Source: an optimization exercise on an open RTL-to-GDS flow (aim: small area). Production flows keep margins and buffers that such runs may drop. Function was checked by simulation only, so behaviour that the tests miss may differ from the original. Power and IR drop assume default switching activity.

the previous run:
==> flow/design.v <==
module prf_upd #(
    parameter int W = 32
) (
    input  logic [W-1:0] wd,
    input  logic         ld,
    input  logic         hold,
    input  logic [W-1:0] q,
    output logic [W-1:0] d
);
    assign d = (wd & {W{ld}}) | (q & {W{hold}});
endmodule
module prf_aoi3 (
    input  logic [2:0] sel,
    input  logic [2:0] q,
    output logic       yn
);
    assign yn = ~|(sel & q);
endmodule
module prf_rdbit #(
    parameter int N = 31
) (
    input  logic [N-1:0] sel,
    input  logic [N-1:0] q,
    output logic         y
);
    localparam int G = N / 3;
    logic [G-1:0] grp_n;
    for (genvar g = 0; g < G; g++) begin : g_grp
        prf_aoi3 u_aoi (.sel(sel[3*g +: 3]), .q(q[3*g +: 3]), .yn(grp_n[g]));
    end
    assign y = ~&grp_n | (|(sel[N-1:3*G] & q[N-1:3*G]));
endmodule
module prf_rdec #(
    parameter int AW = 5
) (
    input  logic [AW-1:0]    a,
    output logic [2**AW-1:1] y
);
    always_comb
        for (int k = 1; k < 2 ** AW; k++)
            y[k] = (a == AW'(k));
endmodule
module prf_wdec #(
    parameter int AW = 5
) (
    input  logic [AW-1:0]    a,
    input  logic             we,
    input  logic             rst,
    output logic [2**AW-1:1] ld,
    output logic [2**AW-1:1] hold
);
    always_comb
        for (int k = 1; k < 2 ** AW; k++) begin
            ld[k]   = we & (a == AW'(k)) & ~rst;
            hold[k] = ~(we & (a == AW'(k))) & ~rst;
        end
endmodule
module para_regfile #(
    parameter int DATA_WIDTH = 32,
    parameter int ADDR_WIDTH = 5,
    parameter int BYPASS     = 0
) (
    input  logic                  clk,
    input  logic                  rst,
    input  logic                  write_enable,
    input  logic [ADDR_WIDTH-1:0] write_addr,
    input  logic [DATA_WIDTH-1:0] write_data,
    input  logic [ADDR_WIDTH-1:0] read_addr1,
    input  logic [ADDR_WIDTH-1:0] read_addr2,
    output logic [DATA_WIDTH-1:0] read_data1,
    output logic [DATA_WIDTH-1:0] read_data2
);
    localparam int NREGS = 2 ** ADDR_WIDTH;
    logic [NREGS-1:1]      ld;
    logic [NREGS-1:1]      hold;
    logic [NREGS-1:1]      sel1;
    logic [NREGS-1:1]      sel2;
    logic [DATA_WIDTH-1:0] wdat;
    logic [DATA_WIDTH-1:0] regs [NREGS-1:1];
    logic [DATA_WIDTH-1:0] nxt  [NREGS-1:1];
    assign wdat = write_data;
    prf_wdec #(.AW(ADDR_WIDTH)) u_wdec (
        .a(write_addr), .we(write_enable), .rst(rst), .ld(ld), .hold(hold)
    );
    prf_rdec #(.AW(ADDR_WIDTH)) u_rdec1 (.a(read_addr1), .y(sel1));
    prf_rdec #(.AW(ADDR_WIDTH)) u_rdec2 (.a(read_addr2), .y(sel2));
    for (genvar k = 1; k < NREGS; k++) begin : g_row
        prf_upd #(.W(DATA_WIDTH)) u_upd (
            .wd(wdat), .ld(ld[k]), .hold(hold[k]), .q(regs[k]), .d(nxt[k])
        );
    end
    always_ff @(posedge clk) begin
        for (int k = 1; k < NREGS; k++)
            regs[k] <= nxt[k];
    end
    logic [DATA_WIDTH-1:0] rd1, rd2;
    for (genvar b = 0; b < DATA_WIDTH; b++) begin : g_col
        logic [NREGS-2:0] col;
        for (genvar k = 1; k < NREGS; k++) begin : g_bit
            assign col[k-1] = regs[k][b];
        end
        prf_rdbit #(.N(NREGS-1)) u_rd1 (.sel(sel1), .q(col), .y(rd1[b]));
        prf_rdbit #(.N(NREGS-1)) u_rd2 (.sel(sel2), .q(col), .y(rd2[b]));
    end
    if (BYPASS != 0) begin : g_bypass
        logic byp1, byp2;
        assign byp1 = (read_addr1 != '0) & write_enable & ~rst & (write_addr == read_addr1);
        assign byp2 = (read_addr2 != '0) & write_enable & ~rst & (write_addr == read_addr2);
        assign read_data1 = byp1 ? write_data : rd1;
        assign read_data2 = byp2 ? write_data : rd2;
    end else begin : g_nobypass
        assign read_data1 = rd1;
        assign read_data2 = rd2;
    end
endmodule
Settings: LEC_CHECK=0, CAP_MARGIN=10, CORE_MARGIN=2, CORE_UTILIZATION=45, PLACE_DENSITY=0.55, SLEW_MARGIN=10, SYNTH_HIERARCHICAL=1, SYNTH_MINIMUM_KEEP_SIZE=0; clock period 7.0 ns.
standard.sh (not shown) runs the stock make flow with config.mk's settings and CLKGATE_MAP_FILE= SYNTH_SCRIPT=/design/flow/synth_recipe.tcl, a recipe that flattens the netlist after the stock synthesis.
==> flow/flow/run.sh <==
#!/bin/bash
# The standard layout (standard.sh, unchanged synthesis, floorplan, power grid and
# tap cells), with two changes: the port buffers use a plain small buffer cell
# instead of the one buffer_ports picks by default, and clock tree synthesis
# does not add dummy loads.
set -euo pipefail
export BUFFER_PORTS_ARGS="-buffer_cell sky130_fd_sc_hd__buf_2"
export CTS_ARGS="-sink_clustering_enable -repair_clock_nets -dont_use_dummy_load -buf_list sky130_fd_sc_hd__clkbuf_4 -sink_clustering_size 10 -sink_clustering_max_diameter 40"
bash standard.sh > standard.log 2>&1
Inputs modified between the previous run and the current run:
--- a/flow/design.v
+++ b/flow/design.v
@@ -86,7 +86,9 @@
     prf_rdec #(.AW(ADDR_WIDTH)) u_rdec2 (.a(read_addr2), .y(sel2));
     for (genvar k = 1; k < NREGS; k++) begin : g_row
-        prf_upd #(.W(DATA_WIDTH)) u_upd (
-            .wd(wdat), .ld(ld[k]), .hold(hold[k]), .q(regs[k]), .d(nxt[k])
-        );
+        for (genvar b = 0; b < DATA_WIDTH; b++) begin : g_bit
+            prf_upd #(.W(1)) u_upd (
+                .wd(wdat[b]), .ld(ld[k]), .hold(hold[k]), .q(regs[k][b]), .d(nxt[k][b])
+            );
+        end
     end
     always_ff @(posedge clk) begin
Notes after the runs:
Tap cell instance count, the previous run and the current run: lower on the current run
The current run vs. the previous run: first-iteration DRC count fell about 2.8%, maximum frequency +1.4 MHz, count of non-filler cells in the finished layout fell by about 1.5%, global-route wire length before repair picked up an extra about 10%, wire length reported by the detailed router shows an increase of about 12%.
Comparing the two runs side by side, the current run comes out behind the previous run on sum of internal, switching and leakage power.
Number of antenna violations at the first check in global routing was lower in the previous run than in the current run.
Going from the previous run to the current run, number of detailed-routing iterations run before antenna repair grew by 3; core region area shrank by 5.5%; power share of the sequential group shrank by 0.8 points.
Higher clock power share was reported by the current run, not the previous run.

==> separate check: timing with driven ports <==
The results above use ideal ports. As a check the final layouts listed here were re-extracted and re-timed, cells and wires unchanged. Step 1 assumes that a clkbuf_16 drives the clock port and a buf_2 every other input. Step 2, shift: input delay + t, output delay - t, t = (earliest + latest rising clock arrival at the registers) / 2. This alone moves slack from input paths to output paths. Slacks: ideal ports / drivers / drivers and shift; pairs: ideal ports / drivers.
run	t (ns)	setup WS [ns]	hold WS [ns]	latest minus earliest clock arrival (ns)	worst slew at a driven data input, ns
the previous run	1.139	1.071 / 1.051 / 1.051	0.499 / 0.499 / 0.499	0.139 / 0.139	0.15
the current run	1.103	1.119 / 1.082 / 1.082	0.502 / 0.502 / 0.502	0.132 / 0.132	0.16
After both steps setup and hold are still met in every run listed. The setup slack of the current run, which loses most, moves by -0.037 ns with the drivers and by -0.037 ns with both steps.
